Background: an optimization exercise with open tools, aiming at a short achievable clock period and few clock cycles. Do not read the settings as production practice. Power and IR drop assume default switching activity.

==> flow/design.v <==
`default_nettype none
`timescale 1ns/1ps
package mem_bus_pkg;
    localparam int ADDR_W = 12;      
    localparam int DATA_W = 32;      
    typedef logic [ADDR_W-1:0] addr_t;
    typedef logic [DATA_W-1:0] word_t;
endpackage
`default_nettype wire
`default_nettype none
`timescale 1ns/1ps
package cache_geom_pkg;
    localparam int TAG_W      = 5;
    localparam int INDEX_W    = 3;
    localparam int WORD_SEL_W = 2;
    localparam int BYTE_SEL_W = 2;
    localparam int NUM_LINES  = 2 ** INDEX_W;        
    localparam int LINE_WORDS = 2 ** WORD_SEL_W;     
    typedef logic [TAG_W-1:0]      tag_t;
    typedef logic [INDEX_W-1:0]    index_t;
    typedef logic [WORD_SEL_W-1:0] word_sel_t;
    typedef union packed {
        logic [TAG_W+INDEX_W+WORD_SEL_W+BYTE_SEL_W-1:0] raw;   
        struct packed {
            tag_t                  tag;
            index_t                index;
            word_sel_t             word;     
            logic [BYTE_SEL_W-1:0] bsel;     
        } f;
    } cache_addr_t;
endpackage
`default_nettype wire
`default_nettype none
`timescale 1ns/1ps
module cache_arrays
(
    input  wire logic        CLK,
    input  wire logic        RSTn,
    input  cache_geom_pkg::cache_addr_t look_addr,
    output logic             hit,
    input  wire logic        tag_we
);
    logic [cache_geom_pkg::NUM_LINES-1:0] valid;
    cache_geom_pkg::tag_t                 tags  [cache_geom_pkg::NUM_LINES];
    cache_geom_pkg::index_t    idx;
    cache_geom_pkg::tag_t      look_tag;
    assign idx      = look_addr.f.index;
    assign look_tag = look_addr.f.tag;
    logic [cache_geom_pkg::NUM_LINES-1:0] line_hit;
    always_comb begin
        for (int i = 0; i < cache_geom_pkg::NUM_LINES; i++) begin
            line_hit[i] = valid[i] && (tags[i] == look_tag) && (idx == cache_geom_pkg::index_t'(i));
        end
    end
    assign hit = |line_hit;
    always_ff @(posedge CLK) begin
        if (RSTn) begin
            valid <= '0;
        end else if (tag_we) begin
            valid[idx] <= 1'b1;
        end
    end
    always_ff @(posedge CLK) begin
        if (tag_we) begin
            tags[idx] <= look_tag;
        end
    end
endmodule
`default_nettype wire
`default_nettype none
`timescale 1ns/1ps
module cache_ctrl
(
    input  wire logic      CLK,
    input  wire logic      RSTn,
    input  wire logic      req,
    input  wire logic      req_store,
    input  mem_bus_pkg::addr_t     req_addr,
    input  mem_bus_pkg::word_t     req_wdata,
    output logic           resp_valid,
    output mem_bus_pkg::word_t          resp_rdata,
    output logic           resp_hit,
    output cache_geom_pkg::cache_addr_t    look_addr,
    input  wire logic      hit,
    output logic           tag_we,
    output mem_bus_pkg::addr_t          mem_addr,
    output logic           mem_we,
    output mem_bus_pkg::word_t          mem_wdata,
    input  mem_bus_pkg::word_t     mem_rdata
);
    mem_bus_pkg::addr_t cur_addr;       
    mem_bus_pkg::word_t cur_wdata;
    assign look_addr.raw = req_addr;
    assign tag_we        = req;
    always_ff @(posedge CLK) begin
        if (RSTn) begin
            resp_valid <= 1'b0;
            mem_we     <= 1'b0;
        end else begin
            resp_valid <= req;                   
            mem_we     <= req && req_store;      
        end
    end
    always_ff @(posedge CLK) begin
        cur_addr  <= req_addr;
        cur_wdata <= req_wdata;
        resp_hit  <= hit;
    end
    assign mem_addr   = cur_addr;
    assign mem_wdata  = cur_wdata;
    assign resp_rdata = mem_rdata;       
endmodule
`default_nettype wire
`default_nettype none
`timescale 1ns/1ps
module dcache_top
(
    input  wire logic  CLK,
    input  wire logic  RSTn,
    input  wire logic  req,
    input  wire logic  req_store,
    input  mem_bus_pkg::addr_t req_addr,
    input  mem_bus_pkg::word_t req_wdata,
    output logic       resp_valid,
    output logic       resp_hit,
    output mem_bus_pkg::word_t      resp_rdata,
    output mem_bus_pkg::addr_t      mem_addr,
    output logic       mem_we,
    output mem_bus_pkg::word_t      mem_wdata,
    input  mem_bus_pkg::word_t mem_rdata
);
    cache_geom_pkg::cache_addr_t look_addr;
    logic        hit;
    logic        tag_we;
    cache_ctrl u_ctrl (
        .CLK        (CLK),
        .RSTn       (RSTn),
        .req        (req),
        .req_store  (req_store),
        .req_addr   (req_addr),
        .req_wdata  (req_wdata),
        .resp_valid (resp_valid),
        .resp_rdata (resp_rdata),
        .resp_hit   (resp_hit),
        .look_addr  (look_addr),
        .hit        (hit),
        .tag_we     (tag_we),
        .mem_addr   (mem_addr),
        .mem_we     (mem_we),
        .mem_wdata  (mem_wdata),
        .mem_rdata  (mem_rdata)
    );
    cache_arrays u_arrays (
        .CLK        (CLK),
        .RSTn       (RSTn),
        .look_addr  (look_addr),
        .hit        (hit),
        .tag_we     (tag_we)
    );
endmodule
`default_nettype wire
clock: 4.0 ns
lec_check: 0
cap_margin: 20
core_margin: 2
core_utilization: 45
cts_buf_list: sky130_fd_sc_hd__clkbuf_16
cts_cluster_diameter: 200
cts_cluster_size: 60
setup_slack_margin: 2.6
slew_margin: 20
run.sh (not shown) runs the stock make flow with config.mk's settings and CLKGATE_MAP_FILE= SYNTH_SCRIPT=/design/flow/synth_recipe.tcl, a recipe that flattens the netlist after the stock synthesis.
Change:
CTS_BUF_LIST = default   (was sky130_fd_sc_hd__clkbuf_16)
CTS_CLUSTER_DIAMETER = default   (was 200)
CTS_CLUSTER_SIZE = default   (was 60)
Core utilization went down by 1.1 points.
Total power came out lower by 9.1%.
Routed wire length barely changes.
Clock power drops by 22%.
Combinational power hardly moves.
First-iteration DRC count increases by 11%.
Final area fell by 1.7%.
Worst hold slack is better by 0.0097 ns.
No run of this note included a check of the RTL's function; only the layout flow was run.

==> static timing again, ports no longer ideal <==
Ports are ideal in the flow. The routed layouts listed here were re-timed in OpenROAD.
Step 1 sets driving cells, clkbuf_16 on the clock port and buf_2 on the other inputs (assumed; they add their load-dependent delay and slew).
Step 2, shift: input delay + t, output delay - t, t = (earliest + latest rising clock arrival at the registers) / 2. This alone moves slack from input paths to output paths.
a / b / c = no drivers / after step 1 / after step 2; a / b = the first two.
run	shift t [ns]	setup WS [ns]	latest minus earliest clock arrival (ns)
the first run	0.363	2.325 / 2.288 / 1.924	0.006 / 0.007
the second run	0.378	2.344 / 2.298 / 1.920	0.009 / 0.009
After both steps every run listed still meets setup and hold. For the second run, which loses most, drivers alone change the setup slack by -0.046 ns; drivers and shift together by -0.424 ns.
